Background: an optimization exercise with open tools, aiming at small area and a short achievable clock period. Do not read the settings as production practice.
In this exercise RTL edits were held to simulation tests only and were not proved equivalent to the original.
Power figures rest on the tool's default switching activity, not on a simulated workload.

File: design/flow/run.sh
#!/bin/bash
# synth_recipe.tcl (not shown) runs the flow's synth.tcl, then flattens the netlist and writes it again
# the make line also repeats each setting of config.mk as NAME=value (left out here)
make -C /OpenROAD-flow-scripts/flow DESIGN_CONFIG=/design/flow/config.mk WORK_HOME=/design/flow/orfs CLKGATE_MAP_FILE= SYNTH_SCRIPT=/design/flow/synth_recipe.tcl finish
File: design/flow/config.mk
export PLATFORM = sky130hd
export DESIGN_NAME = branch_target_cache
export DESIGN_NICKNAME = branch_target_cache
export VERILOG_FILES = /design/flow/design.v
export SDC_FILE = /design/flow/constraint.sdc
export NUM_CORES = 4
export LEC_CHECK = 0
export CAP_MARGIN = 20
export CORE_MARGIN = 2
export CORE_UTILIZATION = 60
export CTS_BUF_LIST = sky130_fd_sc_hd__clkbuf_16
export CTS_CLUSTER_DIAMETER = 70
export CTS_CLUSTER_SIZE = 20
export SETUP_SLACK_MARGIN = 5
export SLEW_MARGIN = 20
export SYNTH_HIERARCHICAL = 1
File: design/flow/constraint.sdc
create_clock -name core_clock -period 15.0 [get_ports {clk_i}]
set_input_delay 3.0000 -clock core_clock [delete_from_list [all_inputs] [get_ports {clk_i}]]
set_output_delay 3.0000 -clock core_clock [all_outputs]
set_load 0.01 [all_outputs]
File: design/flow/design.v
package branch_target_cache_pkg;
    localparam int DEF_ADDR_W    = 64;
    localparam int DEF_NUM_ENTRY = 16;
    typedef logic [DEF_ADDR_W-3:0] red_addr_t;
endpackage
module btc_eq #(
    parameter int W = 62
) (
    input  logic [W-1:0] a,
    input  logic [W-1:0] b,
    output logic         eq
);
    assign eq = (a == b);
endmodule
module btc_inc_eq #(
    parameter int W = 62
) (
    input  logic [W-1:0] c,
    input  logic [W-1:0] n,
    output logic         eq
);
    logic [W-1:0] cin;
    assign cin = n ^ c;
    always_comb begin
        eq = cin[0];
        for (int i = 1; i < W; i++)
            eq = eq && (cin[i] == (c[i-1] && cin[i-1]));
    end
endmodule
module btc_sel #(
    parameter int N = 16,
    parameter int W = 62
) (
    input  logic [N-1:0]   sel,
    input  logic [N*W-1:0] data,
    output logic [W-1:0]   out
);
    always_comb begin
        out = '0;
        for (int i = 0; i < N; i++)
            out = out | (sel[i] ? data[i*W +: W] : '0);
    end
endmodule
module branch_target_cache #(
    parameter int ADDR_W    = branch_target_cache_pkg::DEF_ADDR_W,
    parameter int NUM_ENTRY = branch_target_cache_pkg::DEF_NUM_ENTRY
) (
    input  logic                           clk_i,
    input  logic                           arst_i,
    input  logic                           flush_i,
    input  logic [ADDR_W-1:0]              pc_i,
    input  logic                           upd_valid_i,
    input  logic [ADDR_W-1:0]              upd_current_i,
    input  logic [ADDR_W-1:0]              upd_next_i,
    output logic                           hit_o,
    output logic [ADDR_W-1:0]              target_o,
    output logic                           alloc_o,
    output logic                           evict_o,
    output logic [$clog2(NUM_ENTRY+1)-1:0] count_o
);
    localparam int TW = ADDR_W - 2;
    localparam int N  = NUM_ENTRY;
    localparam int IW = $clog2(NUM_ENTRY);
    localparam int CW = $clog2(NUM_ENTRY + 1);
    logic [TW-1:0] tags    [N];
    logic [TW-1:0] targets [N];
    logic [N-1:0]  valid;
    logic [IW-1:0] victim;
    logic [CW-1:0] count;
    logic [TW-1:0] pc_tag, upd_tag, nxt_tag;
    logic [N-1:0]  pc_eq, upd_eq, pc_match, upd_match, free_oh, victim_oh, wsel;
    logic          match_any, all_valid, bp_eq, seq_ok, redirect, sequential;
    logic          lookup_ok, hit_any, bp_sel, p4_sel;
    logic [TW-1:0] hit_tgt;
    logic [ADDR_W-1:0] pc_p4;
    logic [N*TW-1:0]   tgt_flat;
    assign pc_tag  = pc_i[ADDR_W-1:2];
    assign upd_tag = upd_current_i[ADDR_W-1:2];
    assign nxt_tag = upd_next_i[ADDR_W-1:2];
    assign pc_p4   = pc_i + ADDR_W'(4);
    logic tag_inc;
    btc_inc_eq #(.W(TW)) u_seq (.c(upd_tag), .n(nxt_tag), .eq(tag_inc));
    assign seq_ok     = tag_inc && (upd_next_i[1:0] == upd_current_i[1:0]);
    assign redirect   = upd_valid_i && !seq_ok;
    assign sequential = upd_valid_i && seq_ok;
    for (genvar i = 0; i < N; i++) begin : g_cmp
        btc_eq #(.W(TW)) u_pc  (.a(tags[i]), .b(pc_tag),  .eq(pc_eq[i]));
        btc_eq #(.W(TW)) u_upd (.a(tags[i]), .b(upd_tag), .eq(upd_eq[i]));
        assign tgt_flat[i*TW +: TW] = targets[i];
    end
    btc_eq #(.W(TW)) u_bp (.a(upd_tag), .b(pc_tag), .eq(bp_eq));
    assign lookup_ok = !arst_i && !(upd_valid_i && bp_eq);
    assign pc_match  = valid & pc_eq & {N{lookup_ok}};
    assign upd_match = valid & upd_eq;
    assign match_any = |upd_match;
    assign all_valid = &valid;
    assign hit_any   = |pc_match;
    btc_sel #(.N(N), .W(TW)) u_sel (.sel(pc_match), .data(tgt_flat), .out(hit_tgt));
    assign bp_sel = !arst_i && upd_valid_i && bp_eq && redirect;
    assign p4_sel = !hit_any && !bp_sel;
    assign hit_o    = hit_any || bp_sel;
    assign target_o = {hit_tgt | (bp_sel ? nxt_tag : '0) | (p4_sel ? pc_p4[ADDR_W-1:2] : '0),
                       p4_sel ? pc_i[1:0] : 2'b00};
    assign alloc_o  = !arst_i && redirect;
    assign evict_o  = alloc_o && !match_any && all_valid;
    assign count_o  = count;
    always_comb begin
        for (int i = 0; i < N; i++) begin
            free_oh[i]   = !valid[i] && ((valid & ((N'(1) << i) - N'(1))) == ((N'(1) << i) - N'(1)));
            victim_oh[i] = (victim == IW'(i));
        end
    end
    assign wsel = match_any ? upd_match : (all_valid ? victim_oh : free_oh);
    always_ff @(posedge clk_i or posedge arst_i) begin
        if (arst_i) begin
            valid  <= '0;
            count  <= '0;
            victim <= '0;
        end else if (flush_i) begin
            valid  <= '0;
            count  <= '0;
            victim <= '0;
        end else begin
            valid <= (valid & ~(sequential ? upd_match : '0)) | (redirect ? wsel : '0);
            if (redirect && !match_any && !all_valid)
                count <= count + CW'(1);
            else if (sequential && match_any)
                count <= count - CW'(1);
            if (redirect && !match_any && all_valid)
                victim <= victim + IW'(1);
        end
    end
    always_ff @(posedge clk_i) begin
        for (int i = 0; i < N; i++) begin
            if (redirect && wsel[i]) begin
                tags[i]    <= upd_tag;
                targets[i] <= nxt_tag;
            end
        end
    end
endmodule
==> results by group, run 1 <==
Timing
  • Setup TNS: 0 ns
  • Highest Clock Rate: 0.0991 GHz
  • Fin crit share: 67.3%
  • Unrepaired setup endpoints after global routing: true
  • Max-slew violation total from the final report: 0
  • Period minus WS final: 10.09 ns
  • Final hold violations: 0
  • Headroom to the max-slew limit: 7.76%
  • Transition at the pin with the smallest max-transition slack: 1.38 ns
  • Final setup fails: 0
  • Post-route clock skew: 0.0399 ns

Clock network
  • Cell chosen for the clock root: sky130_fd_sc_hd__clkbuf_16
  • Cts bufs inserted: 139
  • Clock slew at reported path FFs: 0.08 ns
  • Worst-case clock buffer depth: 3
  • Clock latency reported for the late side of the worst-skew pair: 0.82 ns
  • Number of sinks handled by clock tree synthesis: 2009
  • Clock tree from TritonCTS: yes
  • H-tree levels: 4

Critical path
  • Top fanout value on the critical path: 11
  • Crit path kind: input pin to output port
  • Required @ worst endpoint: 12.00 ns
  • Arrival time of data at the critical path endpoint: 7.09 ns
  • Worst setup EP type: output port
  • Critical path startpoint category: input pin

Outcome
  • Result of the run: complete, no violations

Synthesis
  • Part of the Yosys area used for sequential elements: 64.5%
  • Yosys warns: 13
  • Average cell area after synthesis: 15.0 µm²
  • Area share of the largest cell type after synthesis: 63.8%
  • Post-synthesis cell count: 6226
  • Post-synthesis sequential element count: 2009
  • Netlist cell types: 57
  • Top area cells in the synthesized netlist: sky130_fd_sc_hd__edfxtp_1 64%, sky130_fd_sc_hd__xor2_1 20%, sky130_fd_sc_hd__nor4_1 3.4%
  • Cell area after synthesis: 93300 µm²
  • Syn_nets: 6493
  • Leading register cell type out of synthesis: sky130_fd_sc_hd__edfxtp_1
  • EDFF count, synth: 1984
  • Cell type with the highest aggregate area in the netlist: sky130_fd_sc_hd__edfxtp_1
  • Post-synth ARST share: 1.24%

Final layout
  • Most common library cell in the layout ignoring fill and taps: sky130_fd_sc_hd__xor2_1
  • Commonest non-fill, non-tap cells in the layout: 2103 x sky130_fd_sc_hd__xor2_1, 1984 x sky130_fd_sc_hd__edfxtp_1, 464 x sky130_fd_sc_hd__nor4_1, 248 x sky130_fd_sc_hd__a22o_1, 225 x sky130_fd_sc_hd__nand4_1
  • Synth-to-layout area growth: 14.6%
  • Nets: 7072
  • Final std cell area, no fill: 107000 µm²
  • Core occupancy in the finished layout: 69.3%
  • Filler Cell Count: 10508
  • Fraction of final layout cells with drive strength greater than 1: 15.2%

Power and ir drop
  • Static Leak: 36.8 nW
  • Maximum vdd drop: 0.000123 V
  • Power density over the cells: 103 nW/µm²

Floorplanning
  • Initial core utilization: 60.5%
  • Number of core rows: 144
  • Die Y: 398 µm
  • Floorplan core area: 154000 µm²
  • I/O pin count: 268
  • Die width: 398 µm
  • Total die area: 159000 µm²

Route
  • WL/cell: 35.8 µm
  • Post-route ant nets: 0
  • DRT Pass-1 Iters: 5
  • Number of DRC markers in iteration 0: 8276
  • DRC: 0
  • Final Routed Wirelength: 320 mm
  • Vias per Instance: 6.84
  • Via Count: 61045

Placed design
  • DP Area: 98800 µm²
  • Estimated wirelength of the detail-placed design: 192 mm
  • Port-buffer cells: 267
  • Gpl congestion: 0.986

Min path
  • Tightest Hold Check Type: flop to flop

Global route
  • Aggregate global routing overflow: 0
  • Via count of the first global-routing pass: 57657
  • Largest net degree at the start of global routing: 125
  • Total global routing track utilization: 39.3%
  • Initial antenna violation count: 17
  • Wire length of the first global-routing pass: 437 mm

Run
  • Maximum capacitance violations: 0
[worst max-delay path, cell delays in order]
cell and delay, ns:
sky130_fd_sc_hd__buf_2 0.34, sky130_fd_sc_hd__xor2_1 0.13, sky130_fd_sc_hd__nor4_1 0.67, sky130_fd_sc_hd__nand4_1 0.66
sky130_fd_sc_hd__nor4_2 0.40, sky130_fd_sc_hd__nand2_2 0.19, sky130_fd_sc_hd__nand4_1 0.21, sky130_fd_sc_hd__nor4_1 0.08
sky130_fd_sc_hd__nor2_2 0.33, sky130_fd_sc_hd__nor2_4 0.09, sky130_fd_sc_hd__buf_12 0.16, sky130_fd_sc_hd__buf_6 0.14
sky130_fd_sc_hd__and2_1 0.19, sky130_fd_sc_hd__clkdlybuf4s50_1 0.49
[where the power goes]
| part | internal, W | total [W] | switching [W] |
|---|---|---|---|
| clock network | 0.00187 | 0.00392 | 0.00206 |
| registers | 0.00620 | 0.00623 | 0.0000233 |
| logic | 0.000290 | 0.000901 | 0.000612 |
| total | 0.00836 | 0.0111 | 0.00269 |
[timing repair]
item	in CTS	in global routing
endpoints found under the setup margin	67	66
gates cloned	16	11
hold buffers	0	0
pin swaps	70	58
resized for setup	702	362
endpoints found under the hold margin	0	0
buffers inserted	57	44
[stage by stage]
stage	setup slack [ns]	cells	power (W)	hold WS (ns)
6_report	4.91	8931	0.0111	0.610
5_1_grt	4.86	8927	0.0113	0.633
4_1_cts	5.00	8869	0.0110	0.612
3_5_place_dp	2.30	8579	0.00718	0.601
3_3_place_gp	2.37	8579	0.00716	0.573
2_1_floorplan	4.75	6226	0.00667	0.547
[registers in the layout, summed over array words and instances (netlist names)]
name,cells
count,5
tags,992
valid,16
targets,992
victim,4
[final timing paths]
kind | startpoint | endpoint | slack (ns) | cells past startpoint
hold / removal | victim[1] | victim[1] | 0.61 | 2
setup / recovery | pc_i[15] | target_o[0] | 4.91 | 14
min in group asynchronous | arst_i | victim[1] | 2.99 | 3
setup reg to reg | tags[12][9] | targets[15][45] | 9.54 | 12
hold reg to reg | victim[1] | victim[1] | 0.61 | 2
max in group asynchronous | arst_i | valid[10] | 11.63 | 3
[metal layers]
| layer | GRT usage, % | wire length (µm) | part of all wire, % | vias up |
|---|---|---|---|---|
| li1 | - | - | - | 25093 |
| met1 | 54.4 | 121000 | 38 | 31118 |
| met2 | 58.4 | 141000 | 44 | 4036 |
| met3 | 9.22 | 37600 | 12 | 778 |
| met4 | 20.5 | 19700 | 6.2 | 20 |
| met5 | 0 | 128 | 0.040 | - |
[cell type report]
cell class / count / area (µm²) / share of cell area (%)
Antenna cell: 6 / 15.0 / 0.0140
Inverter: 75 / 294 / 0.275
Sequential cell: 2009 / 60200 / 56.3
Multi-Input combinational cell: 3998 / 33500 / 31.4
Clock inverter: 78 / 955 / 0.893
Clock buffer: 139 / 3480 / 3.25
Timing Repair Buffer: 581 / 5870 / 5.49
Tap cell: 2044 / 2560 / 2.39
Timing Repair inverter: 1 / 30.0 / 0.0281
[cells in the mapped netlist, types with 5 or more instances]
cell type,number
sky130_fd_sc_hd__a21oi_1,80
sky130_fd_sc_hd__a221o_1,7
sky130_fd_sc_hd__a221oi_1,248
sky130_fd_sc_hd__a22o_1,248
sky130_fd_sc_hd__a22oi_1,15
sky130_fd_sc_hd__a2bb2oi_1,14
sky130_fd_sc_hd__and3_1,13
sky130_fd_sc_hd__and4_1,7
sky130_fd_sc_hd__buf_2,12
sky130_fd_sc_hd__buf_6,56
sky130_fd_sc_hd__clkbuf_1,75
sky130_fd_sc_hd__dfrtp_1,25
sky130_fd_sc_hd__edfxtp_1,1984
sky130_fd_sc_hd__ha_1,70
sky130_fd_sc_hd__inv_1,75
sky130_fd_sc_hd__nand2_1,82
sky130_fd_sc_hd__nand3_1,31
sky130_fd_sc_hd__nand4_1,225
sky130_fd_sc_hd__nor2_1,113
sky130_fd_sc_hd__nor2b_1,5
sky130_fd_sc_hd__nor3_1,20
sky130_fd_sc_hd__nor4_1,507
sky130_fd_sc_hd__nor4_2,36
sky130_fd_sc_hd__o21ai_0,35
sky130_fd_sc_hd__o21ai_1,24
sky130_fd_sc_hd__xnor2_1,57
sky130_fd_sc_hd__xor2_1,2110
[kinds of logic after synthesis]
family / synth area share (%)
fa+ha+maj: 0.960
xor+xnor: 20.3
simple gates: 6.89
buf+inv: 1.35
compound gates: 5.90
flops: 64.5
mux: 0.0456
==> run 2, diff against run 1 <==
--- a/design/flow/design.v
+++ b/design/flow/design.v
@@ -91,14 +91,14 @@
     btc_eq #(.W(TW)) u_bp (.a(upd_tag), .b(pc_tag), .eq(bp_eq));
     assign lookup_ok = !arst_i && !(upd_valid_i && bp_eq);
-    assign pc_match  = valid & pc_eq & {N{lookup_ok}};
+    assign pc_match  = valid & pc_eq;
     assign upd_match = valid & upd_eq;
     assign match_any = |upd_match;
     assign all_valid = &valid;
-    assign hit_any   = |pc_match;
+    assign hit_any   = (|pc_match) && lookup_ok;
     btc_sel #(.N(N), .W(TW)) u_sel (.sel(pc_match), .data(tgt_flat), .out(hit_tgt));
     assign bp_sel = !arst_i && upd_valid_i && bp_eq && redirect;
     assign p4_sel = !hit_any && !bp_sel;
     assign hit_o    = hit_any || bp_sel;
-    assign target_o = {hit_tgt | (bp_sel ? nxt_tag : '0) | (p4_sel ? pc_p4[ADDR_W-1:2] : '0),
+    assign target_o = {(lookup_ok ? hit_tgt : '0) | (bp_sel ? nxt_tag : '0) | (p4_sel ? pc_p4[ADDR_W-1:2] : '0),
                        p4_sel ? pc_i[1:0] : 2'b00};
     assign alloc_o  = !arst_i && redirect;
==> design/flow/flow/run.sh (new file) <==
#!/bin/bash
set -euo pipefail
bash standard.sh SETUP_SLACK_MARGIN=6 finish > make_finish.log 2>&1
==> design/flow/standard.sh (new file) <==
#!/bin/bash
# synth_recipe.tcl (not shown) runs the flow's synth.tcl, then flattens the netlist and writes it again
# the make line also repeats each setting of config.mk as NAME=value (left out here)
make -C /OpenROAD-flow-scripts/flow DESIGN_CONFIG=/design/flow/config.mk WORK_HOME=/design/flow/orfs CLKGATE_MAP_FILE= SYNTH_SCRIPT=/design/flow/synth_recipe.tcl "${@:-finish}"
--- a/design/flow/config.mk
+++ b/design/flow/config.mk
@@ -10,7 +10,6 @@
 export CORE_UTILIZATION = 60
 export CTS_BUF_LIST = sky130_fd_sc_hd__clkbuf_16
-export CTS_CLUSTER_DIAMETER = 70
-export CTS_CLUSTER_SIZE = 20
-export SETUP_SLACK_MARGIN = 5
+export CTS_CLUSTER_DIAMETER = 80
+export CTS_CLUSTER_SIZE = 25
 export SLEW_MARGIN = 20
 export SYNTH_HIERARCHICAL = 1
removed: design/flow/run.sh
==> run 2 against run 1 <==
Routed wire length increased by 8.5%. Final cell count is 0.82% higher. Count of clock-buffer cells in the layout decreased by 34. Die area up 0.13%. Critical endpoint is now target_o[26].
==> results by group, run 2 <==
Timing
  • Unrepaired setup endpoints after global routing: true
  • Setup TNS: 0 ns
  • Highest Clock Rate: 0.103 GHz
  • Fin crit share: 64.7%
  • Period minus WS final: 9.70 ns
  • Transition at the pin with the smallest max-transition slack: 1.36 ns
  • Post-route clock skew: 0.0517 ns
  • Headroom to the max-slew limit: 9.66%
  • Least setup slack across all paths after layout: 5.30 ns
  • Final setup fails: 0
  • Max-slew violation total from the final report: 0
  • Final hold violations: 0

Clock network
  • Clock tree from TritonCTS: yes
  • Clock latency reported for the late side of the worst-skew pair: 0.81 ns
  • Number of sinks handled by clock tree synthesis: 2009
  • H-tree levels: 3
  • Cts bufs inserted: 105
  • Cell chosen for the clock root: sky130_fd_sc_hd__clkbuf_16
  • Clock slew at reported path FFs: 0.09 ns
  • Worst-case clock buffer depth: 3

Global route
  • Aggregate global routing overflow: 0
  • Total global routing track utilization: 43.1%
  • Wire length of the first global-routing pass: 470 mm
  • Initial antenna violation count: 13
  • Via count of the first global-routing pass: 58877
  • Largest net degree at the start of global routing: 125

Final layout
  • Commonest non-fill, non-tap cells in the layout: 2093 x sky130_fd_sc_hd__xor2_1, 1984 x sky130_fd_sc_hd__edfxtp_1, 478 x sky130_fd_sc_hd__nor4_1, 248 x sky130_fd_sc_hd__a22o_1, 240 x sky130_fd_sc_hd__a221oi_1
  • Synth-to-layout area growth: 16.1%
  • Most common library cell in the layout ignoring fill and taps: sky130_fd_sc_hd__xor2_1
  • Fraction of final layout cells with drive strength greater than 1: 15.5%
  • Largest registers in the final layout: tags (992), targets (992), valid (16)
  • Layout Cells excl Fill: 9004
  • Nets: 7159
  • Sequential standard cell area: 60200 µm²
  • Area taken by multi-input logic gates: 33700 µm²
  • Core occupancy in the finished layout: 70.3%
  • Filler Cell Count: 10201

Synthesis
  • EDFF count, synth: 1984
  • Leading register cell type out of synthesis: sky130_fd_sc_hd__edfxtp_1
  • Top area cells in the synthesized netlist: sky130_fd_sc_hd__edfxtp_1 64%, sky130_fd_sc_hd__xor2_1 20%, sky130_fd_sc_hd__nor4_1 3.4%
  • Post-synthesis cell count: 6221
  • Average cell area after synthesis: 15.0 µm²
  • Part of the Yosys area used for sequential elements: 64.4%
  • Area share of the largest cell type after synthesis: 63.8%
  • Yosys warns: 13
  • Syn_nets: 6488
  • Post-synth ARST share: 1.24%
  • Cell area after synthesis: 93400 µm²
  • Post-synthesis sequential element count: 2009
  • Cell type with the highest aggregate area in the netlist: sky130_fd_sc_hd__edfxtp_1
  • Cell with the most instances after synthesis: sky130_fd_sc_hd__xor2_1
  • Netlist cell types: 58
  • Leading post-synthesis cells by instance count: 2117 x sky130_fd_sc_hd__xor2_1, 1984 x sky130_fd_sc_hd__edfxtp_1, 512 x sky130_fd_sc_hd__nor4_1

Placed design
  • Cell Count Post-Placement: 8555
  • Post-Place Worst Slack: 3.08 ns
  • Port-buffer cells: 267
  • Gpl congestion: 0.959
  • Estimated wirelength of the detail-placed design: 190 mm

Route
  • Final Routed Wirelength: 347 mm
  • Post-route ant nets: 0
  • DRC: 0
  • DRT Pass-1 Iters: 6
  • Vias per Instance: 6.95
  • Number of DRC markers in iteration 0: 8847
  • Via Count: 62579
  • WL/cell: 38.5 µm

Critical path
  • Required @ worst endpoint: 12.00 ns
  • Worst setup EP type: output port
  • Critical path startpoint category: input pin
  • Top fanout value on the critical path: 6
  • Depth of the worst register-to-register path: 13
  • Arrival time of data at the critical path endpoint: 6.70 ns
  • R2R setup slack: 9.38 ns
  • Crit path kind: input pin to output port

Run
  • Maximum capacitance violations: 0

Power and ir drop
  • Static Leak: 37.6 nW
  • Maximum vdd drop: 0.000132 V
  • Power density over the cells: 97.2 nW/µm²

Min path
  • Count of cells along the worst hold path: 2
  • Tightest Hold Check Type: flop to flop

Outcome
  • Result of the run: complete, no violations

Floorplanning
  • Initial core utilization: 60.5%
  • Floorplan core area: 154000 µm²
  • Total die area: 159000 µm²
  • Number of core rows: 144
  • Die width: 399 µm
  • I/O pin count: 268
  • Die Y: 399 µm
[run 2: cell families (layout without fill, tap and decap cells)]
group	count (synthesis)	in the layout	share of synthesized area, %
AOI/OAI and AO/OA	694	698	6.05
xor gates and xnor gates	2168	2168	20.3
adders and majority gates	71	71	0.959
buffers and inverters	230	946	1.44
DFF	2009	2009	64.4
muxes	4	4	0.0429
other	0	5	0
and+or+nand+nor	1045	1059	6.75
[run 2: cell type report]
class,count,area share (%)
clock inverter,65,0.654
clock buffer,105,2.42
sequential,2009,55.5
antenna,5,0.0115
tap,2044,2.36
inverter,81,0.282
timing repair buffer,695,7.74
multi-input combinational,4000,31.1
[run 2: per-layer routing]
| layer | wire [µm] | track usage (%) | share of wire, % |
|---|---|---|---|
| met5 | 69 | 0 | 0.020 |
| met1 | 125000 | 57.7 | 36 |
| met2 | 149000 | 62.9 | 43 |
| met4 | 26500 | 26.8 | 7.7 |
| met3 | 45400 | 11.5 | 13 |
[run 2: critical path, stage by stage]
cell and delay, ns:
sky130_fd_sc_hd__buf_12 0.13, sky130_fd_sc_hd__buf_12 0.15, sky130_fd_sc_hd__buf_4 0.15, sky130_fd_sc_hd__xor2_1 0.16, sky130_fd_sc_hd__nor4_1 0.29, sky130_fd_sc_hd__nand4_1 0.61, sky130_fd_sc_hd__nor4_4 0.35, sky130_fd_sc_hd__buf_4 0.20
sky130_fd_sc_hd__and2_4 0.24, sky130_fd_sc_hd__buf_12 0.16, sky130_fd_sc_hd__buf_6 0.11, sky130_fd_sc_hd__buf_16 0.14, sky130_fd_sc_hd__a22o_1 0.13, sky130_fd_sc_hd__a221oi_1 0.04, sky130_fd_sc_hd__nand4_1 0.25, sky130_fd_sc_hd__a22oi_2 0.22
sky130_fd_sc_hd__o21ai_1 0.16, sky130_fd_sc_hd__buf_2 0.16
[run 2: through the flow]
step | hold slack (ns) | total power (W) | area [µm²]
4_1_cts | 0.585 | 0.0105 | 108000
6_report | 0.584 | 0.0105 | 109000
3_3_place_gp | 0.560 | 0.00720 | 98600
5_1_grt | 0.619 | 0.0108 | 109000
2_1_floorplan | 0.551 | 0.00668 | 93500
3_5_place_dp | 0.564 | 0.00721 | 98600
[run 2: power by group]
| part | switching [W] | total, W | internal, W | leakage [nW] |
|---|---|---|---|---|
| registers | 0.0000245 | 0.00623 | 0.00621 | 18.3 |
| clock network | 0.00192 | 0.00331 | 0.00139 | 1.63 |
| logic | 0.000673 | 0.00100 | 0.000328 | 17.7 |
| total | 0.00262 | 0.0105 | 0.00792 | 37.6 |
[run 2: final timing paths]
kind                                  end        start
max in group asynchronous       victim[2]       arst_i
min                              count[3]     count[3]
max                          target_o[26]     pc_i[46]
min in group asynchronous       valid[14]       arst_i
min reg2reg                      count[3]     count[3]
max reg2reg                targets[9][27]  tags[0][42]
[run 2: timing repair]
| item | CTS | global route |
|---|---|---|
| buffers inserted | 176 | 30 |
| hold buffers | 0 | 0 |
| gates resized for setup | 1219 | 96 |
| cloned | 61 | 7 |
| setup endpoints to repair | 67 | 67 |
| pin swaps | 211 | 61 |
==> run 3, diff against run 2 <==
--- a/design/flow/design.v
+++ b/design/flow/design.v
@@ -28,17 +28,50 @@
     end
 endmodule
-module btc_sel #(
+module btc_lookup #(
     parameter int N = 16,
     parameter int W = 62
 ) (
-    input  logic [N-1:0]   sel,
-    input  logic [N*W-1:0] data,
-    output logic [W-1:0]   out
+    input  logic [N-1:0]   match,      
+    input  logic [N*W-1:0] data,       
+    input  logic           lookup_ok,  
+    input  logic           bp_sel,     
+    input  logic [W-1:0]   bp_tgt,
+    input  logic [W+1:0]   pc_p4,
+    input  logic [1:0]     pc_lo,
+    output logic           hit,
+    output logic [W+1:0]   target
 );
+    logic [W-1:0] hit_tgt;
+    logic         hit_any, p4_sel;
     always_comb begin
-        out = '0;
+        hit_tgt = '0;
         for (int i = 0; i < N; i++)
-            out = out | (sel[i] ? data[i*W +: W] : '0);
+            hit_tgt = hit_tgt | (match[i] ? data[i*W +: W] : '0);
     end
+    assign hit_any = (|match) && lookup_ok;
+    assign p4_sel  = !hit_any && !bp_sel;
+    assign hit     = hit_any || bp_sel;
+    assign target  = {(lookup_ok ? hit_tgt : '0) | (bp_sel ? bp_tgt : '0) |
+                      (p4_sel ? pc_p4[W+1:2] : '0),
+                      p4_sel ? pc_lo : 2'b00};
+endmodule
+module btc_update #(
+    parameter int N = 16
+) (
+    input  logic [N-1:0] eq,         
+    input  logic [N-1:0] valid,
+    input  logic         redirect,
+    input  logic         arst,
+    output logic [N-1:0] match,
+    output logic         match_any,
+    output logic         all_valid,
+    output logic         alloc,
+    output logic         evict
+);
+    assign match     = valid & eq;
+    assign match_any = |match;
+    assign all_valid = &valid;
+    assign alloc     = !arst && redirect;
+    assign evict     = alloc && !match_any && all_valid;
 endmodule
 module branch_target_cache #(
@@ -69,8 +102,7 @@
     logic [CW-1:0] count;
     logic [TW-1:0] pc_tag, upd_tag, nxt_tag;
-    logic [N-1:0]  pc_eq, upd_eq, pc_match, upd_match, free_oh, victim_oh, wsel;
-    logic          match_any, all_valid, bp_eq, seq_ok, redirect, sequential;
-    logic          lookup_ok, hit_any, bp_sel, p4_sel;
-    logic [TW-1:0] hit_tgt;
+    logic [N-1:0]  pc_eq, upd_eq, upd_match, free_oh, victim_oh, wsel;
+    logic          match_any, all_valid, bp_eq, tag_inc, seq_ok, redirect, sequential;
+    logic          lookup_ok, bp_sel;
     logic [ADDR_W-1:0] pc_p4;
     logic [N*TW-1:0]   tgt_flat;
@@ -79,5 +111,4 @@
     assign nxt_tag = upd_next_i[ADDR_W-1:2];
     assign pc_p4   = pc_i + ADDR_W'(4);
-    logic tag_inc;
     btc_inc_eq #(.W(TW)) u_seq (.c(upd_tag), .n(nxt_tag), .eq(tag_inc));
     assign seq_ok     = tag_inc && (upd_next_i[1:0] == upd_current_i[1:0]);
@@ -91,18 +122,28 @@
     btc_eq #(.W(TW)) u_bp (.a(upd_tag), .b(pc_tag), .eq(bp_eq));
     assign lookup_ok = !arst_i && !(upd_valid_i && bp_eq);
-    assign pc_match  = valid & pc_eq;
-    assign upd_match = valid & upd_eq;
-    assign match_any = |upd_match;
-    assign all_valid = &valid;
-    assign hit_any   = (|pc_match) && lookup_ok;
-    btc_sel #(.N(N), .W(TW)) u_sel (.sel(pc_match), .data(tgt_flat), .out(hit_tgt));
-    assign bp_sel = !arst_i && upd_valid_i && bp_eq && redirect;
-    assign p4_sel = !hit_any && !bp_sel;
-    assign hit_o    = hit_any || bp_sel;
-    assign target_o = {(lookup_ok ? hit_tgt : '0) | (bp_sel ? nxt_tag : '0) | (p4_sel ? pc_p4[ADDR_W-1:2] : '0),
-                       p4_sel ? pc_i[1:0] : 2'b00};
-    assign alloc_o  = !arst_i && redirect;
-    assign evict_o  = alloc_o && !match_any && all_valid;
-    assign count_o  = count;
+    assign bp_sel    = !arst_i && upd_valid_i && bp_eq && redirect;
+    btc_lookup #(.N(N), .W(TW)) u_lookup (
+        .match     (valid & pc_eq),
+        .data      (tgt_flat),
+        .lookup_ok (lookup_ok),
+        .bp_sel    (bp_sel),
+        .bp_tgt    (nxt_tag),
+        .pc_p4     (pc_p4),
+        .pc_lo     (pc_i[1:0]),
+        .hit       (hit_o),
+        .target    (target_o)
+    );
+    btc_update #(.N(N)) u_update (
+        .eq        (upd_eq),
+        .valid     (valid),
+        .redirect  (redirect),
+        .arst      (arst_i),
+        .match     (upd_match),
+        .match_any (match_any),
+        .all_valid (all_valid),
+        .alloc     (alloc_o),
+        .evict     (evict_o)
+    );
+    assign count_o = count;
     always_comb begin
         for (int i = 0; i < N; i++) begin
--- a/design/flow/config.mk
+++ b/design/flow/config.mk
@@ -12,4 +12,5 @@
 export CTS_CLUSTER_DIAMETER = 80
 export CTS_CLUSTER_SIZE = 25
+export PLACE_DENSITY = 0.8
 export SLEW_MARGIN = 20
 export SYNTH_HIERARCHICAL = 1
==> run 3 against run 2 <==
Fmax is 2.6% lower. Synthesized cell count about the same. Worst hold slack better by 0.029 ns. Combinational power grew 17%. Count of clock-buffer cells in the layout down 2. Routed wire length rose by 8.9%. Sequential share of layout area decreased by 2.0 points. Register-to-register slack worse by 0.32 ns. Area after synthesis up 0.65%. Sequential power barely moved. Critical endpoint is now target_o[29]. Largest cell class unchanged. Largest power group unchanged.
==> results by group, run 3 <==
Final layout
  • Largest registers in the final layout: tags (992), targets (992), valid (16)
  • Core occupancy in the finished layout: 72.2%
  • Most common library cell in the layout ignoring fill and taps: sky130_fd_sc_hd__xor2_1
  • Fraction of final layout cells with drive strength greater than 1: 18.2%
  • Nets: 7300
  • Commonest non-fill, non-tap cells in the layout: 2095 x sky130_fd_sc_hd__xor2_1, 1984 x sky130_fd_sc_hd__edfxtp_1, 447 x sky130_fd_sc_hd__nor4_1, 274 x sky130_fd_sc_hd__buf_4, 248 x sky130_fd_sc_hd__a22o_1
  • Synth-to-layout area growth: 19.7%

Critical path
  • Launching instance or port of the critical path: upd_current_i[35]
  • Buffers plus inverters on the worst setup path: 7
  • Crit path kind: input pin to output port
  • Required @ worst endpoint: 12.00 ns
  • Cell with the largest stage delay on the worst path: sky130_fd_sc_hd__nand4_1
  • Worst reg2reg path startpoint: tags[13][44]
  • Top fanout value on the critical path: 17
  • Biggest cell delay along the critical path: 0.67 ns
  • Worst setup EP type: output port
  • Crit path cell chain: clkbuf_4 > buf_12 > xor2_1 > nor4_2 > nand4_1 > nor4_4 > buf_4 > and4_4 > buf_12 > buf_4 > buf_16 > mux2i_1 > o2bb2ai_2 > buf_2
  • Arrival time of data at the critical path endpoint: 6.96 ns
  • Critical path startpoint category: input pin
  • Top Family by Delay on Critical Path: simple AND/OR/NAND/NOR gates

Synthesis
  • Yosys warns: 13
  • Cell with the most instances after synthesis: sky130_fd_sc_hd__xor2_1
  • Leading post-synthesis cells by instance count: 2122 x sky130_fd_sc_hd__xor2_1, 1984 x sky130_fd_sc_hd__edfxtp_1, 503 x sky130_fd_sc_hd__nor4_1
  • Area share of the largest cell type after synthesis: 63.4%
  • Cell area after synthesis: 94000 µm²
  • Leading register cell type out of synthesis: sky130_fd_sc_hd__edfxtp_1
  • EDFF count, synth: 1984
  • Post-synthesis sequential element count: 2009
  • Post-synth ARST share: 1.24%
  • Post-synthesis cell count: 6225
  • Cell type with the highest aggregate area in the netlist: sky130_fd_sc_hd__edfxtp_1
  • Top area cells in the synthesized netlist: sky130_fd_sc_hd__edfxtp_1 63%, sky130_fd_sc_hd__xor2_1 20%, sky130_fd_sc_hd__nor4_1 3.3%
  • Netlist cell types: 70
  • Part of the Yosys area used for sequential elements: 64.0%
  • Syn_nets: 6492
  • Average cell area after synthesis: 15.1 µm²

Power and ir drop
  • Maximum vdd drop: 0.000135 V
  • Comb power frac: 11.0%
  • Static Leak: 39.3 nW
  • Sequential Power Share: 58.7%
  • Switching Fraction: 25.4%
  • Power share of the clock group: 30.3%
  • Net load switching power: 0.00270 W
  • Power density over the cells: 94.4 nW/µm²
  • Cell-internal power: 0.00792 W

Route
  • Via Count: 68037
  • Post-route ant nets: 0
  • Met3 routed wirelength: 67.3 mm
  • Highest metal layer with signal wires: met5
  • Number of DRC markers in iteration 0: 12649
  • Vias per Instance: 7.43
  • DRC: 0
  • Met1 wire length: 115 mm
  • Final Routed Wirelength: 378 mm
  • DRT Pass-1 Iters: 9
  • WL/cell: 41.2 µm
  • Detailed-routed wire length on met2: 152 mm

Timing
  • Max-slew violation total from the final report: 0
  • Final hold violations: 0
  • Final setup fails: 0
  • Transition at the pin with the smallest max-transition slack: 1.37 ns
  • Setup TNS: 0 ns
  • Highest Clock Rate: 0.100 GHz
  • Post-route clock skew: 0.0826 ns
  • Unrepaired setup endpoints after global routing: true
  • Min Hold Slack: 0.612 ns
  • Period minus WS final: 9.96 ns
  • Fin crit share: 66.4%
  • Headroom to the max-slew limit: 8.64%
  • Least setup slack across all paths after layout: 5.04 ns

Global route
  • Total global routing track utilization: 45.0%
  • Initial antenna violation count: 44
  • Aggregate global routing overflow: 0
  • Largest net degree at the start of global routing: 125
  • Via count of the first global-routing pass: 63386
  • Wire length of the first global-routing pass: 494 mm

Clock network
  • Cell chosen for the clock root: sky130_fd_sc_hd__clkbuf_16
  • Post-cts hold buffer count: 0
  • Clock slew at reported path FFs: 0.08 ns
  • Worst-case clock buffer depth: 3
  • H-tree levels: 3
  • Clock tree from TritonCTS: yes
  • Cts bufs inserted: 102
  • Number of sinks handled by clock tree synthesis: 2009
  • Clock latency reported for the late side of the worst-skew pair: 0.84 ns

Run
  • Maximum capacitance violations: 0

Placed design
  • Gpl congestion: 1.02
  • Post-Place Worst Slack: 3.28 ns
  • Port-buffer cells: 267
  • Estimated wirelength of the detail-placed design: 191 mm

Floorplanning
  • Floorplan core area: 156000 µm²
  • Total die area: 160000 µm²
  • Number of core rows: 145
  • Die Y: 400 µm
  • Die width: 400 µm
  • I/O pin count: 268
  • Initial core utilization: 60.3%

Min path
  • Start point of the worst hold path: count[3]
  • Tightest Hold Check Type: flop to flop

Outcome
  • Result of the run: complete, no violations
run 3: cell types whose count changed after synthesis, sizes merged, moves of 10 or more:
cell     delta
o2bb2ai    +62
mux2i      +62
and2       +18
nand2      -14
buf        -41
nor2       -33
nand2b     +11
a22oi      -95
clkbuf     +41
a21oi      +15
o21ai      -57
and3       +10
run 3: metrics by stage:
stage	power, W	cells	area (µm²)
6_report	0.0106	9161	113000
5_1_grt	0.0108	9144	113000
4_1_cts	0.0104	9052	110000
3_5_place_dp	0.00722	8603	100000
3_3_place_gp	0.00719	8603	100000
2_1_floorplan	0.00669	6225	94100
run 3: path summary, 6_finish.rpt:
kind	slack (ns)	end	cells after the start
max in group asynchronous	11.49	victim[0]	3
setup reg to reg	9.06	targets[11][38]	14
hold reg to reg	0.61	count[3]	2
min in group asynchronous	3.17	valid[12]	3
hold / removal	0.61	count[3]	2
setup / recovery	5.04	target_o[29]	14
run 3: cell type report:
class	count	area, µm²
Antenna cell	22	55.1
Clock buffer	103	2580
Clock inverter	49	559
Fill cell	9155	43400
Inverter	81	353
Multi-Input combinational cell	3995	35000
Sequential cell	2009	60200
Tap cell	2058	2570
Timing Repair Buffer	844	11300
run 3: power groups by stage:
stage / logic, W / registers, W / clock network (W)
2_1_floorplan: 0.000328 / 0.00636 / 0
3_3_place_gp: 0.000837 / 0.00636 / 0
3_5_place_dp: 0.000859 / 0.00636 / 0
4_1_cts: 0.00104 / 0.00623 / 0.00317
5_1_grt: 0.00117 / 0.00624 / 0.00334
6_report: 0.00117 / 0.00623 / 0.00322
run 3: worst register-to-register path, stage by stage (launching register included):
cell and delay (ns):
sky130_fd_sc_hd__edfxtp_1 0.55, sky130_fd_sc_hd__xor2_1 0.19, sky130_fd_sc_hd__nor4_1 0.08, sky130_fd_sc_hd__nand4_1 0.42, sky130_fd_sc_hd__nor4_2 0.18, sky130_fd_sc_hd__and2_1 0.21
sky130_fd_sc_hd__or4_1 0.54, sky130_fd_sc_hd__or4_4 0.55, sky130_fd_sc_hd__buf_4 0.23, sky130_fd_sc_hd__inv_1 0.39, sky130_fd_sc_hd__nand3_1 0.15, sky130_fd_sc_hd__nand2_1 0.10
sky130_fd_sc_hd__o21ai_0 0.21, sky130_fd_sc_hd__inv_6 0.70, sky130_fd_sc_hd__buf_4 0.91
run 3: kinds of logic (layout without fill, tap and decap cells):
group / after synthesis / in the layout / synth area share (%)
simple gates: 1046 / 1055 / 6.99
flops: 2009 / 2009 / 64.0
other cells: 0 / 22 / 0
compound gates: 634 / 634 / 6.12
mux: 66 / 66 / 0.702
fa+ha+maj: 71 / 71 / 0.953
buf+inv: 230 / 1077 / 1.02
xor+xnor: 2169 / 2169 / 20.2
run 3: what timing repair did:
item                        CTS  global route
setup endpoints to repair    67            67
gates cloned                 93            12
resized for setup          1338           280
pin swaps                   184            87
setup buffers               204            75
run 3: routing by layer:
layer  track usage (%)  vias up
met2              62.3     7308
met3              18.9     2077
met1              54.3    33020
met4              38.0       52
li1                  -    25580
met5             0.363        -
==> run 4, diff against run 3 <==
--- a/design/flow/design.v
+++ b/design/flow/design.v
@@ -35,5 +35,6 @@
     input  logic [N*W-1:0] data,       
     input  logic           lookup_ok,  
-    input  logic           bp_sel,     
+    input  logic           bp,         
+    input  logic           bp_hit,     
     input  logic [W-1:0]   bp_tgt,
     input  logic [W+1:0]   pc_p4,
@@ -50,9 +51,9 @@
     end
     assign hit_any = (|match) && lookup_ok;
-    assign p4_sel  = !hit_any && !bp_sel;
-    assign hit     = hit_any || bp_sel;
-    assign target  = {(lookup_ok ? hit_tgt : '0) | (bp_sel ? bp_tgt : '0) |
+    assign p4_sel  = !hit_any && !bp;
+    assign hit     = hit_any || bp_hit;
+    assign target  = {(lookup_ok ? hit_tgt : '0) | (bp ? bp_tgt : '0) |
                       (p4_sel ? pc_p4[W+1:2] : '0),
-                      p4_sel ? pc_lo : 2'b00};
+                      hit ? 2'b00 : pc_lo};
 endmodule
 module btc_update #(
@@ -104,5 +105,5 @@
     logic [N-1:0]  pc_eq, upd_eq, upd_match, free_oh, victim_oh, wsel;
     logic          match_any, all_valid, bp_eq, tag_inc, seq_ok, redirect, sequential;
-    logic          lookup_ok, bp_sel;
+    logic          lookup_ok, bp;
     logic [ADDR_W-1:0] pc_p4;
     logic [N*TW-1:0]   tgt_flat;
@@ -121,11 +122,12 @@
     end
     btc_eq #(.W(TW)) u_bp (.a(upd_tag), .b(pc_tag), .eq(bp_eq));
+    assign bp        = !arst_i && upd_valid_i && bp_eq;
     assign lookup_ok = !arst_i && !(upd_valid_i && bp_eq);
-    assign bp_sel    = !arst_i && upd_valid_i && bp_eq && redirect;
     btc_lookup #(.N(N), .W(TW)) u_lookup (
         .match     (valid & pc_eq),
         .data      (tgt_flat),
         .lookup_ok (lookup_ok),
-        .bp_sel    (bp_sel),
+        .bp        (bp),
+        .bp_hit    (bp && redirect),
         .bp_tgt    (nxt_tag),
         .pc_p4     (pc_p4),
==> design/flow/flow/run.sh (replaced) <==
#!/bin/bash
set -euo pipefail
PB="BUFFER_PORTS_ARGS=-buffer_cell sky130_fd_sc_hd__buf_4"
bash standard.sh SETUP_SLACK_MARGIN=6 "$PB" cts > make_cts.log 2>&1
bash standard.sh SETUP_SLACK_MARGIN=4 "$PB" finish > make_finish.log 2>&1
==> run 4 against run 3 <==
Still clean on timing, DRC and antenna. Count of clock-buffer cells in the layout grew 3. Clock skew shrank 0.031 ns. Final cell count shrank 4.7%. Combinational power shrank 25%. Core utilization shrank 4.5 points. Worst hold slack lost 0.022 ns. Cell area shrank 6.4%. Fmax grew 5.3%. Synthesized cell count shrank 0.27%. Largest cell class unchanged. Highest routed layer unchanged.
==> results by group, run 4 <==
Outcome
  • Result of the run: complete, no violations

Final layout
  • Most common library cell in the layout ignoring fill and taps: sky130_fd_sc_hd__xor2_1
  • Sequential standard cell area: 60200 µm²
  • Area taken by multi-input logic gates: 33800 µm²
  • Largest registers in the final layout: tags (992), targets (992), valid (16)
  • Synth-to-layout area growth: 12.2%
  • Final std cell area, no fill: 105000 µm²
  • Core occupancy in the finished layout: 67.6%
  • Filler Cell Count: 10043
  • Commonest non-fill, non-tap cells in the layout: 2119 x sky130_fd_sc_hd__xor2_1, 1984 x sky130_fd_sc_hd__edfxtp_1, 470 x sky130_fd_sc_hd__nor4_1, 268 x sky130_fd_sc_hd__buf_4, 248 x sky130_fd_sc_hd__a22o_1
  • Fraction of final layout cells with drive strength greater than 1: 12.3%
  • Nets: 6888

Power and ir drop
  • Maximum vdd drop: 0.000101 V
  • Static Leak: 35.9 nW
  • Power density over the cells: 98.0 nW/µm²

Synthesis
  • Part of the Yosys area used for sequential elements: 64.1%
  • Post-synthesis sequential element count: 2009
  • Post-synthesis cell count: 6208
  • Area fraction in compound gates after synthesis: 6.15%
  • Cell type with the highest aggregate area in the netlist: sky130_fd_sc_hd__edfxtp_1
  • Leading post-synthesis cells by instance count: 2125 x sky130_fd_sc_hd__xor2_1, 1984 x sky130_fd_sc_hd__edfxtp_1, 509 x sky130_fd_sc_hd__nor4_1
  • Yosys warns: 13
  • Mux contribution to synthesized area: 0.714%
  • Syn_nets: 6475
  • Post-synthesis simple-gate area fraction: 6.86%
  • Top area cells in the synthesized netlist: sky130_fd_sc_hd__edfxtp_1 63%, sky130_fd_sc_hd__xor2_1 20%, sky130_fd_sc_hd__nor4_1 3.4%
  • Main combinational cell family by area after synthesis: XOR/XNOR gates
  • Cell area after synthesis: 94000 µm²
  • Post-Synth Adder-Cell Area: 0.953%
  • Post-synthesis xor/xnor area fraction: 20.2%
  • Netlist cell types: 63
  • Average cell area after synthesis: 15.1 µm²
  • Post-synth ARST share: 1.24%
  • Area share of the largest cell type after synthesis: 63.4%
  • EDFF count, synth: 1984
  • Cell with the most instances after synthesis: sky130_fd_sc_hd__xor2_1
  • Leading register cell type out of synthesis: sky130_fd_sc_hd__edfxtp_1

Timing
  • Setup TNS: 0 ns
  • Headroom to the max-slew limit: 19.6%
  • Final setup fails: 0
  • Final hold violations: 0
  • Transition at the pin with the smallest max-transition slack: 1.20 ns
  • Fin crit share: 63.1%
  • Highest Clock Rate: 0.106 GHz
  • Post-route clock skew: 0.0515 ns
  • Period minus WS final: 9.46 ns
  • Max-slew violation total from the final report: 0
  • Unrepaired setup endpoints after global routing: false

Route
  • Number of DRC markers in iteration 0: 8832
  • WL/cell: 35.2 µm
  • Final Routed Wirelength: 307 mm
  • Via Count: 60741
  • Vias per Instance: 6.96
  • DRC: 0
  • Post-route ant nets: 0
  • DRT Pass-1 Iters: 7

Clock network
  • Worst-case clock buffer depth: 3
  • H-tree levels: 3
  • Cell chosen for the clock root: sky130_fd_sc_hd__clkbuf_16
  • Cts bufs inserted: 104
  • Post-cts hold buffer count: 0
  • Number of sinks handled by clock tree synthesis: 2009
  • Clock slew at reported path FFs: 0.09 ns
  • Clock tree from TritonCTS: yes
  • Clock latency reported for the late side of the worst-skew pair: 0.80 ns

Run
  • Maximum capacitance violations: 0

Floorplanning
  • Die width: 400 µm
  • Total die area: 160000 µm²
  • Number of core rows: 145
  • Initial core utilization: 60.3%
  • Die Y: 400 µm
  • I/O pin count: 268
  • Floorplan core area: 156000 µm²

Placed design
  • Gpl congestion: 0.974
  • Port-buffer cells: 267
  • DP Area: 98700 µm²
  • Estimated wirelength of the detail-placed design: 181 mm

Critical path
  • Critical path startpoint category: input pin
  • Arrival time of data at the critical path endpoint: 6.46 ns
  • Worst setup EP type: output port
  • Crit path kind: input pin to output port
  • Required @ worst endpoint: 12.00 ns
  • Depth of the worst register-to-register path: 12
  • Top fanout value on the critical path: 19

Global route
  • Aggregate global routing overflow: 0
  • Total global routing track utilization: 37.9%
  • Wire length of the first global-routing pass: 428 mm
  • Initial antenna violation count: 15
  • Via count of the first global-routing pass: 58839
  • Largest net degree at the start of global routing: 111

Min path
  • Tightest Hold Check Type: flop to flop
  • Count of cells along the worst hold path: 2
## run 4: changes by cell type after synthesis, moves of 3 or more
cell	delta
sky130_fd_sc_hd__clkbuf_1	-3
sky130_fd_sc_hd__a32oi_1	+3
sky130_fd_sc_hd__nand2_1	-10
sky130_fd_sc_hd__nor4_1	+6
sky130_fd_sc_hd__inv_1	+5
sky130_fd_sc_hd__xor2_1	+3
sky130_fd_sc_hd__o21ai_0	-4
sky130_fd_sc_hd__nor2_1	+3
sky130_fd_sc_hd__a21oi_1	-6
sky130_fd_sc_hd__a211oi_1	+3
sky130_fd_sc_hd__nand3_1	-16
## run 4: critical path, stage by stage
cell                        delay, ns
sky130_fd_sc_hd__buf_8           0.17
sky130_fd_sc_hd__xor2_1          0.20
sky130_fd_sc_hd__nor4_2          0.27
sky130_fd_sc_hd__nand4_1         0.69
sky130_fd_sc_hd__nor4_4          0.49
sky130_fd_sc_hd__and2_4          0.27
sky130_fd_sc_hd__buf_6           0.12
sky130_fd_sc_hd__buf_12          0.14
sky130_fd_sc_hd__buf_4           0.16
sky130_fd_sc_hd__buf_16          0.15
sky130_fd_sc_hd__a221oi_1        0.09
sky130_fd_sc_hd__nand4_1         0.41
sky130_fd_sc_hd__o2bb2ai_2       0.14
sky130_fd_sc_hd__buf_4           0.13
## run 4: per-layer routing
metal	routed length (µm)	GRT usage, %
met1	107000	48.5
met2	136000	57.0
met3	40700	10.8
met4	23900	24.3
met5	95	0
## run 4: cell families after synthesis
logic type	Yosys count
DFF	2009
xor gates and xnor gates	2170
adders and majority gates	71
and+or+nand+nor	1027
muxes	67
AOI/OAI and AO/OA	632
buffers and inverters	232
## run 4: through the flow
| step | setup WS [ns] | std cells | hold slack [ns] | total power (W) |
|---|---|---|---|---|
| finish | 5.54 | 8732 | 0.590 | 0.0103 |
| global placement | 3.95 | 8466 | 0.545 | 0.00713 |
| CTS | 5.80 | 8726 | 0.593 | 0.0103 |
| floorplan | 4.29 | 6208 | 0.525 | 0.00669 |
| detailed placement | 3.99 | 8466 | 0.568 | 0.00716 |
| global route | 5.55 | 8726 | 0.636 | 0.0106 |
## run 4: final timing paths
kind,from,endpoint,slack (ns)
hold / removal,count[3],count[3],0.59
setup reg to reg,tags[4][46],targets[9][23],9.06
setup / recovery,pc_i[54],target_o[48],5.54
min in group asynchronous,arst_i,valid[13],2.41
hold reg to reg,count[3],count[3],0.59
max in group asynchronous,arst_i,count[2],12.16
## run 4: final cells by class
cell class	instances	area share [%]
antenna	6	0.0142
clock buffer	106	2.52
clock inverter	47	0.572
inverter	85	0.316
multi-input combinational	3975	32.0
sequential	2009	57.1
tap	2058	2.44
timing repair buffer	445	4.99
timing repair inverter	1	0.00475
## run 4: what timing repair did
item | in CTS | in global routing
endpoints found under the hold margin | 0 | 0
endpoints found under the setup margin | 67 | 0
buffers inserted | 68 | 0
gates resized for setup | 357 | 0
## run 4: where the power goes
part,internal [W],total [W],switching (W)
sequential,0.00621,0.00623,0.0000241
combinational,0.000279,0.000875,0.000596
clock,0.00136,0.00323,0.00187
total,0.00784,0.0103,0.00249
==> run 5, diff against run 4 <==
--- a/design/flow/config.mk
+++ b/design/flow/config.mk
@@ -8,9 +8,9 @@
 export CAP_MARGIN = 20
 export CORE_MARGIN = 2
-export CORE_UTILIZATION = 60
+export CORE_UTILIZATION = 70
 export CTS_BUF_LIST = sky130_fd_sc_hd__clkbuf_16
 export CTS_CLUSTER_DIAMETER = 80
 export CTS_CLUSTER_SIZE = 25
-export PLACE_DENSITY = 0.8
+export PLACE_DENSITY = 0.85
 export SLEW_MARGIN = 20
 export SYNTH_HIERARCHICAL = 1
==> run 5 against run 4 <==
Fmax decreased by 2.5%. Register-to-register slack got worse by 0.48 ns. Clock skew is 0.016 ns higher. Area after synthesis did not move. Clock power decreased by 5%. Largest power group unchanged. Synthesized cell count did not move. Critical path type unchanged.
==> results by group, run 5 <==
Outcome
  • Result of the run: complete, no violations

Floorplanning
  • Initial core utilization: 70.5%
  • Number of core rows: 134
  • I/O pin count: 268
  • Die width: 370 µm
  • Floorplan core area: 133000 µm²
  • Total die area: 137000 µm²
  • Die Y: 370 µm

Timing
  • Least setup slack across all paths after layout: 5.29 ns
  • Max-slew violation total from the final report: 0
  • Unrepaired setup endpoints after global routing: false
  • Fin crit share: 64.7%
  • Post-route clock skew: 0.0672 ns
  • Period minus WS final: 9.71 ns
  • Setup TNS: 0 ns
  • Headroom to the max-slew limit: 12.3%
  • Final setup fails: 0
  • Highest Clock Rate: 0.103 GHz
  • Final hold violations: 0
  • Transition at the pin with the smallest max-transition slack: 1.31 ns

Final layout
  • Synth-to-layout area growth: 11.8%
  • Commonest non-fill, non-tap cells in the layout: 2111 x sky130_fd_sc_hd__xor2_1, 1984 x sky130_fd_sc_hd__edfxtp_1, 466 x sky130_fd_sc_hd__nor4_1, 263 x sky130_fd_sc_hd__buf_4
  • Filler Cell Count: 6965
  • Largest registers in the final layout: tags (992), targets (992), valid (16)
  • Fraction of final layout cells with drive strength greater than 1: 12.7%
  • Core occupancy in the finished layout: 78.8%
  • Final std cell area, no fill: 105000 µm²
  • Most common library cell in the layout ignoring fill and taps: sky130_fd_sc_hd__xor2_1
  • Nets: 6892

Synthesis
  • Area fraction in compound gates after synthesis: 6.15%
  • Post-synthesis xor/xnor area fraction: 20.2%
  • Syn_nets: 6475
  • Post-synthesis simple-gate area fraction: 6.86%
  • Post-Synth Adder-Cell Area: 0.953%
  • Yosys warns: 13
  • Cell area after synthesis: 94000 µm²
  • Cell with the most instances after synthesis: sky130_fd_sc_hd__xor2_1
  • Mux contribution to synthesized area: 0.714%
  • Average cell area after synthesis: 15.1 µm²
  • EDFF count, synth: 1984
  • Top area cells in the synthesized netlist: sky130_fd_sc_hd__edfxtp_1 63%, sky130_fd_sc_hd__xor2_1 20%, sky130_fd_sc_hd__nor4_1 3.4%
  • Cell type with the highest aggregate area in the netlist: sky130_fd_sc_hd__edfxtp_1
  • Netlist cell types: 63
  • Post-synth ARST share: 1.24%
  • Post-synthesis sequential element count: 2009
  • Post-synthesis cell count: 6208
  • Leading post-synthesis cells by instance count: 2125 x sky130_fd_sc_hd__xor2_1, 1984 x sky130_fd_sc_hd__edfxtp_1, 509 x sky130_fd_sc_hd__nor4_1
  • Leading register cell type out of synthesis: sky130_fd_sc_hd__edfxtp_1
  • Area share of the largest cell type after synthesis: 63.4%
  • Main combinational cell family by area after synthesis: XOR/XNOR gates
  • Part of the Yosys area used for sequential elements: 64.1%

Clock network
  • Clock latency reported for the late side of the worst-skew pair: 0.82 ns
  • Worst-case clock buffer depth: 3
  • Clock tree from TritonCTS: yes
  • Cts bufs inserted: 98
  • Number of sinks handled by clock tree synthesis: 2009
  • H-tree levels: 3
  • Clock slew at reported path FFs: 0.08 ns
  • Cell chosen for the clock root: sky130_fd_sc_hd__clkbuf_16

Placed design
  • Estimated wirelength of the detail-placed design: 178 mm
  • Gpl congestion: 0.972
  • Port-buffer cells: 267
  • Post-Place Worst Slack: 4.10 ns
  • DP Area: 98300 µm²

Global route
  • Via count of the first global-routing pass: 60889
  • Wire length of the first global-routing pass: 433 mm
  • Initial antenna violation count: 18
  • Aggregate global routing overflow: 0
  • Total global routing track utilization: 44.8%
  • Largest net degree at the start of global routing: 126

Power and ir drop
  • Sequential Power Share: 61.2%
  • Total power: 0.0102 W
  • Power density over the cells: 96.9 nW/µm²
  • Comb power frac: 8.6%
  • Maximum vdd drop: 0.000129 V
  • Switching Fraction: 23.8%
  • Net load switching power: 0.00242 W
  • Cell-internal power: 0.00775 W
  • Static Leak: 35.9 nW
  • Power share of the clock group: 30.1%

Route
  • DRC: 0
  • Vias per Instance: 7.40
  • Final Routed Wirelength: 308 mm
  • Post-route ant nets: 0
  • Number of DRC markers in iteration 0: 10226
  • DRT Pass-1 Iters: 9
  • WL/cell: 36.6 µm
  • Via Count: 62377

Critical path
  • Buffers plus inverters on the worst setup path: 3
  • Worst setup EP type: output port
  • Cell with the largest stage delay on the worst path: sky130_fd_sc_hd__nand4_1
  • Top Family by Delay on Critical Path: simple AND/OR/NAND/NOR gates
  • Biggest cell delay along the critical path: 0.60 ns
  • Critical path startpoint category: input pin
  • Required @ worst endpoint: 12.00 ns
  • R2R setup slack: 8.58 ns
  • Top fanout value on the critical path: 51
  • Crit path cell chain: buf_8 > xor2_1 > nor4_2 > nand4_1 > nor4_2 > and2_4 > buf_16 > a221oi_1 > nand4_1 > o2bb2ai_4 > buf_6
  • Arrival time of data at the critical path endpoint: 6.71 ns
  • Crit path kind: input pin to output port

Run
  • Maximum capacitance violations: 0

Min path
  • Tightest Hold Check Type: flop to flop
==> run 5: cell counts after synthesis <==
Identical to the previous run, type by type.
==> run 5: logic make-up (layout without fill, tap and decap cells) <==
group	after synthesis	count (layout)
compound gates	632	632
mux	67	67
fa+ha+maj	71	71
xor+xnor	2170	2170
simple gates	1027	1035
other cells	0	11
flops	2009	2009
buf+inv	232	670
==> run 5: what timing repair did <==
item / CTS / global route
endpoints found under the setup margin: 67 / 0
hold buffers: 0 / 0
resized for setup: 419 / 0
buffers inserted: 91 / 0
==> run 5: layer usage <==
metal / GRT usage, % / vias to the layer above / share of wire [%]
met3: 16.9 / 1367 / 16
met1: 55.3 / 30565 / 32
met5: 0 / - / 0.025
met4: 33.0 / 12 / 8.9
met2: 64.6 / 5763 / 43
li1: - / 24670 / -
==> run 5: power by group through the flow <==
stage / clock network, W / logic (W) / registers [W]
floorplan: 0 / 0.000329 / 0.00636
global placement: 0 / 0.000757 / 0.00635
detailed placement: 0 / 0.000780 / 0.00636
CTS: 0.00302 / 0.000845 / 0.00623
global route: 0.00323 / 0.000913 / 0.00623
finish: 0.00307 / 0.000879 / 0.00623
==> run 5: worst paths after layout <==
path                       cells past startpoint        endpoint   startpoint
max                                           11    target_o[12]     pc_i[41]
min                                            2        count[3]     count[3]
max reg2reg                                   12  targets[9][31]  tags[2][43]
min reg2reg                                    2        count[3]     count[3]
max in group asynchronous                      2        valid[5]       arst_i
min in group asynchronous                      2        valid[9]       arst_i
==> run 5: area by class of cell <==
cell class	instances	area (µm²)	share of cell area [%]
antenna	11	27.5	0.0262
clock buffer	98	2450	2.33
clock inverter	31	448	0.426
inverter	85	333	0.317
multi-input combinational	3975	33900	32.3
sequential	2009	60200	57.3
tap	1768	2210	2.11
timing repair buffer	455	5480	5.21
timing repair inverter	1	5.00	0.00476
==> run 5: worst register-to-register path, delay by kind of cell, from the launching register on <==
kind,cells,cell delay [ns]
AOI/OAI and AO/OA,1,0.34
xor gates and xnor gates,1,0.22
buffers and inverters,3,2.34
DFF,1,0.46
and+or+nand+nor,7,2.62
==> run 5: stage by stage <==
step / cells / hold WS (ns)
floorplan: 6208 / 0.525
global placement: 8166 / 0.539
detailed placement: 8166 / 0.556
CTS: 8419 / 0.580
global route: 8423 / 0.635
finish: 8433 / 0.575
==> run 6, diff against run 5 <==
--- a/design/flow/design.v
+++ b/design/flow/design.v
@@ -62,17 +62,24 @@
     input  logic [N-1:0] eq,         
     input  logic [N-1:0] valid,
-    input  logic         redirect,
-    input  logic         arst,
     output logic [N-1:0] match,
     output logic         match_any,
-    output logic         all_valid,
-    output logic         alloc,
-    output logic         evict
+    output logic         all_valid
 );
     assign match     = valid & eq;
     assign match_any = |match;
     assign all_valid = &valid;
-    assign alloc     = !arst && redirect;
-    assign evict     = alloc && !match_any && all_valid;
+endmodule
+module btc_evict #(
+    parameter int N = 16
+) (
+    input  logic [N-1:0] eq,         
+    input  logic [N-1:0] valid,
+    input  logic         redirect,
+    input  logic         arst,
+    output logic         alloc,
+    output logic         evict
+);
+    assign alloc = !arst && redirect;
+    assign evict = alloc && !(|(valid & eq)) && (&valid);
 endmodule
 module branch_target_cache #(
@@ -139,9 +146,13 @@
         .eq        (upd_eq),
         .valid     (valid),
+        .match     (upd_match),
+        .match_any (match_any),
+        .all_valid (all_valid)
+    );
+    btc_evict #(.N(N)) u_evict (
+        .eq        (upd_eq),
+        .valid     (valid),
         .redirect  (redirect),
         .arst      (arst_i),
-        .match     (upd_match),
-        .match_any (match_any),
-        .all_valid (all_valid),
         .alloc     (alloc_o),
         .evict     (evict_o)
==> design/flow/flow/run.sh (replaced) <==
#!/bin/bash
set -euo pipefail
PB="BUFFER_PORTS_ARGS=-buffer_cell sky130_fd_sc_hd__buf_4"
bash standard.sh SETUP_SLACK_MARGIN=6.5 "$PB" cts > make_cts.log 2>&1
bash standard.sh SETUP_SLACK_MARGIN=4 "$PB" finish > make_finish.log 2>&1
--- a/design/flow/config.mk
+++ b/design/flow/config.mk
@@ -8,9 +8,9 @@
 export CAP_MARGIN = 20
 export CORE_MARGIN = 2
-export CORE_UTILIZATION = 70
+export CORE_UTILIZATION = 60
 export CTS_BUF_LIST = sky130_fd_sc_hd__clkbuf_16
 export CTS_CLUSTER_DIAMETER = 80
 export CTS_CLUSTER_SIZE = 25
-export PLACE_DENSITY = 0.85
+export PLACE_DENSITY = 0.8
 export SLEW_MARGIN = 20
 export SYNTH_HIERARCHICAL = 1
==> run 6 against run 5 <==
Routed wire length increased by 5.0%. Count of clock-buffer cells in the layout increased by 9. Clock skew decreased by 0.017 ns. Still clean on timing, DRC and antenna. First-iteration DRC count decreased by 2.4%. Largest cell class unchanged.
==> results by group, run 6 <==
Final layout
  • Nets: 6963
  • Commonest non-fill, non-tap cells in the layout: 2104 x sky130_fd_sc_hd__xor2_1, 1984 x sky130_fd_sc_hd__edfxtp_1, 475 x sky130_fd_sc_hd__nor4_1, 307 x sky130_fd_sc_hd__buf_4
  • Core occupancy in the finished layout: 68.4%
  • Most common library cell in the layout ignoring fill and taps: sky130_fd_sc_hd__xor2_1
  • Fraction of final layout cells with drive strength greater than 1: 13.8%

Global route
  • Largest net degree at the start of global routing: 72
  • Aggregate global routing overflow: 0
  • Wire length of the first global-routing pass: 446 mm
  • Via count of the first global-routing pass: 59599
  • Initial antenna violation count: 21
  • Total global routing track utilization: 40.0%

Synthesis
  • Netlist cell types: 63
  • Top area cells in the synthesized netlist: sky130_fd_sc_hd__edfxtp_1 63%, sky130_fd_sc_hd__xor2_1 20%, sky130_fd_sc_hd__nor4_1 3.4%
  • Cell type with the highest aggregate area in the netlist: sky130_fd_sc_hd__edfxtp_1
  • Syn_nets: 6490
  • Area share of the largest cell type after synthesis: 63.3%
  • Average cell area after synthesis: 15.1 µm²
  • Yosys warns: 13
  • Leading register cell type out of synthesis: sky130_fd_sc_hd__edfxtp_1
  • Cell area after synthesis: 94100 µm²
  • Post-synthesis sequential element count: 2009
  • Cell with the most instances after synthesis: sky130_fd_sc_hd__xor2_1
  • EDFF count, synth: 1984
  • Leading post-synthesis cells by instance count: 2125 x sky130_fd_sc_hd__xor2_1, 1984 x sky130_fd_sc_hd__edfxtp_1, 509 x sky130_fd_sc_hd__nor4_1

Placed design
  • Gpl congestion: 1.05
  • Estimated wirelength of the detail-placed design: 192 mm
  • Port-buffer cells: 267

Timing
  • Unrepaired setup endpoints after global routing: false
  • Max-slew violation total from the final report: 0
  • Fin crit share: 63.3%
  • Final setup fails: 0
  • Final hold violations: 0
  • Min Hold Slack: 0.613 ns
  • Setup TNS: 0 ns
  • Transition at the pin with the smallest max-transition slack: 1.23 ns
  • Post-route clock skew: 0.0503 ns
  • Highest Clock Rate: 0.105 GHz

Critical path
  • Critical path startpoint category: input pin
  • Top fanout value on the critical path: 16
  • Worst setup EP type: output port
  • Worst reg2reg path startpoint: tags[14][33]
  • Arrival time of data at the critical path endpoint: 6.49 ns
  • Crit path kind: input pin to output port

Power and ir drop
  • Static Leak: 36.6 nW
  • Power share of the clock group: 31.2%
  • Comb power frac: 9.2%
  • Cell-internal power: 0.00792 W
  • Net load switching power: 0.00253 W
  • Sequential Power Share: 59.6%
  • Power density over the cells: 97.9 nW/µm²
  • Maximum vdd drop: 0.000127 V

Floorplanning
  • Die Y: 400 µm
  • Die width: 400 µm
  • Floorplan core area: 156000 µm²
  • Initial core utilization: 60.3%
  • I/O pin count: 268
  • Total die area: 160000 µm²

Route
  • Vias per Instance: 7.10
  • Post-route ant nets: 0
  • DRT Pass-1 Iters: 6
  • DRC: 0
  • Final Routed Wirelength: 324 mm

Min path
  • Start point of the worst hold path: count[3]
  • Tightest Hold Check Type: flop to flop

Clock network
  • Clock tree from TritonCTS: yes
  • Cell chosen for the clock root: sky130_fd_sc_hd__clkbuf_16
  • H-tree levels: 3
  • Clock slew at reported path FFs: 0.08 ns
  • Cts bufs inserted: 105
  • Clock latency reported for the late side of the worst-skew pair: 0.80 ns

Outcome
  • Result of the run: complete, no violations
[run 6: changes by cell type in the layout (fill, tap and decap cells not counted), sizes merged, moves of 6 or more]
cell and change:
buf +37, bufbuf +14, inv +11, clkbuf +9, a22oi +6, clkinv +6
[run 6: critical path, cell delays in order]
cell,delay [ns]
sky130_fd_sc_hd__buf_16,0.15
sky130_fd_sc_hd__buf_4,0.16
sky130_fd_sc_hd__xor2_1,0.16
sky130_fd_sc_hd__nor4_1,0.31
sky130_fd_sc_hd__nand4_1,0.59
sky130_fd_sc_hd__nor4_4,0.44
sky130_fd_sc_hd__and2_4,0.31
sky130_fd_sc_hd__nor4_2,0.08
sky130_fd_sc_hd__nand4_1,0.18
sky130_fd_sc_hd__buf_12,0.17
sky130_fd_sc_hd__and3b_4,0.21
sky130_fd_sc_hd__buf_12,0.21
sky130_fd_sc_hd__buf_16,0.21
sky130_fd_sc_hd__o2bb2ai_2,0.08
sky130_fd_sc_hd__buf_4,0.16
[run 6: path summary, 6_finish.rpt]
path	to	slack [ns]	cells after the start
worst max-delay path	target_o[12]	5.51	15
worst min-delay path	count[3]	0.61	2
worst max register to register	targets[0][0]	8.82	11
worst min register to register	count[3]	0.61	2
max in group asynchronous	valid[14]	12.01	3
min in group asynchronous	valid[3]	2.29	2
[run 6: routing by layer]
| layer | track usage, % | share of wire (%) |
|---|---|---|
| met5 | 0 | 0.040 |
| met4 | 28.1 | 8.7 |
| met3 | 12.4 | 15 |
| met2 | 58.3 | 43 |
| met1 | 51.2 | 34 |
[run 6: layout make-up]
cell class	count	area, µm²
Clock buffer	107	2680
Inverter	85	357
Fill cell	9964	49300
Tap cell	2058	2570
Clock inverter	52	614
Antenna cell	12	30.0
Timing Repair inverter	1	6.26
Sequential cell	2009	60200
Multi-Input combinational cell	3988	34100
Timing Repair Buffer	506	6210
[run 6: power by group through the flow]
stage | logic, W | clock network, W | registers, W
3_3_place_gp | 0.000814 | 0 | 0.00635
2_1_floorplan | 0.000331 | 0 | 0.00636
5_1_grt | 0.000987 | 0.00343 | 0.00623
6_report | 0.000964 | 0.00326 | 0.00623
3_5_place_dp | 0.000836 | 0 | 0.00636
4_1_cts | 0.000927 | 0.00326 | 0.00623
[run 6: through the flow]
| step | cell area [µm²] | setup WS, ns | instances |
|---|---|---|---|
| floorplan | 94200 | 6.49 | 6223 |
| global placement | 99000 | 4.25 | 8509 |
| detailed placement | 99100 | 4.17 | 8510 |
| CTS | 107000 | 5.94 | 8805 |
| global route | 107000 | 5.59 | 8808 |
| finish | 107000 | 5.51 | 8818 |
[run 6: cells by family after synthesis]
| kind of cell | synth area share (%) |
|---|---|
| AOI/OAI and AO/OA | 6.20 |
| xor gates and xnor gates | 20.2 |
| adders and majority gates | 0.952 |
| buffers and inverters | 1.03 |
| DFF | 64.0 |
| muxes | 0.713 |
| and+or+nand+nor | 6.92 |
[run 6: what timing repair did]
action                                  in CTS  in global routing
endpoints found under the setup margin     164                  0
resized for setup                          448                  0
buffers inserted                            95                  0

Setup slack of run 6, layout unchanged: 5.507 ns with ideal ports, 5.376 ns with driving cells assumed (clock clkbuf_16, inputs buf_2), 5.376 ns with port delays also shifted by the 0.862 ns mid clock arrival.
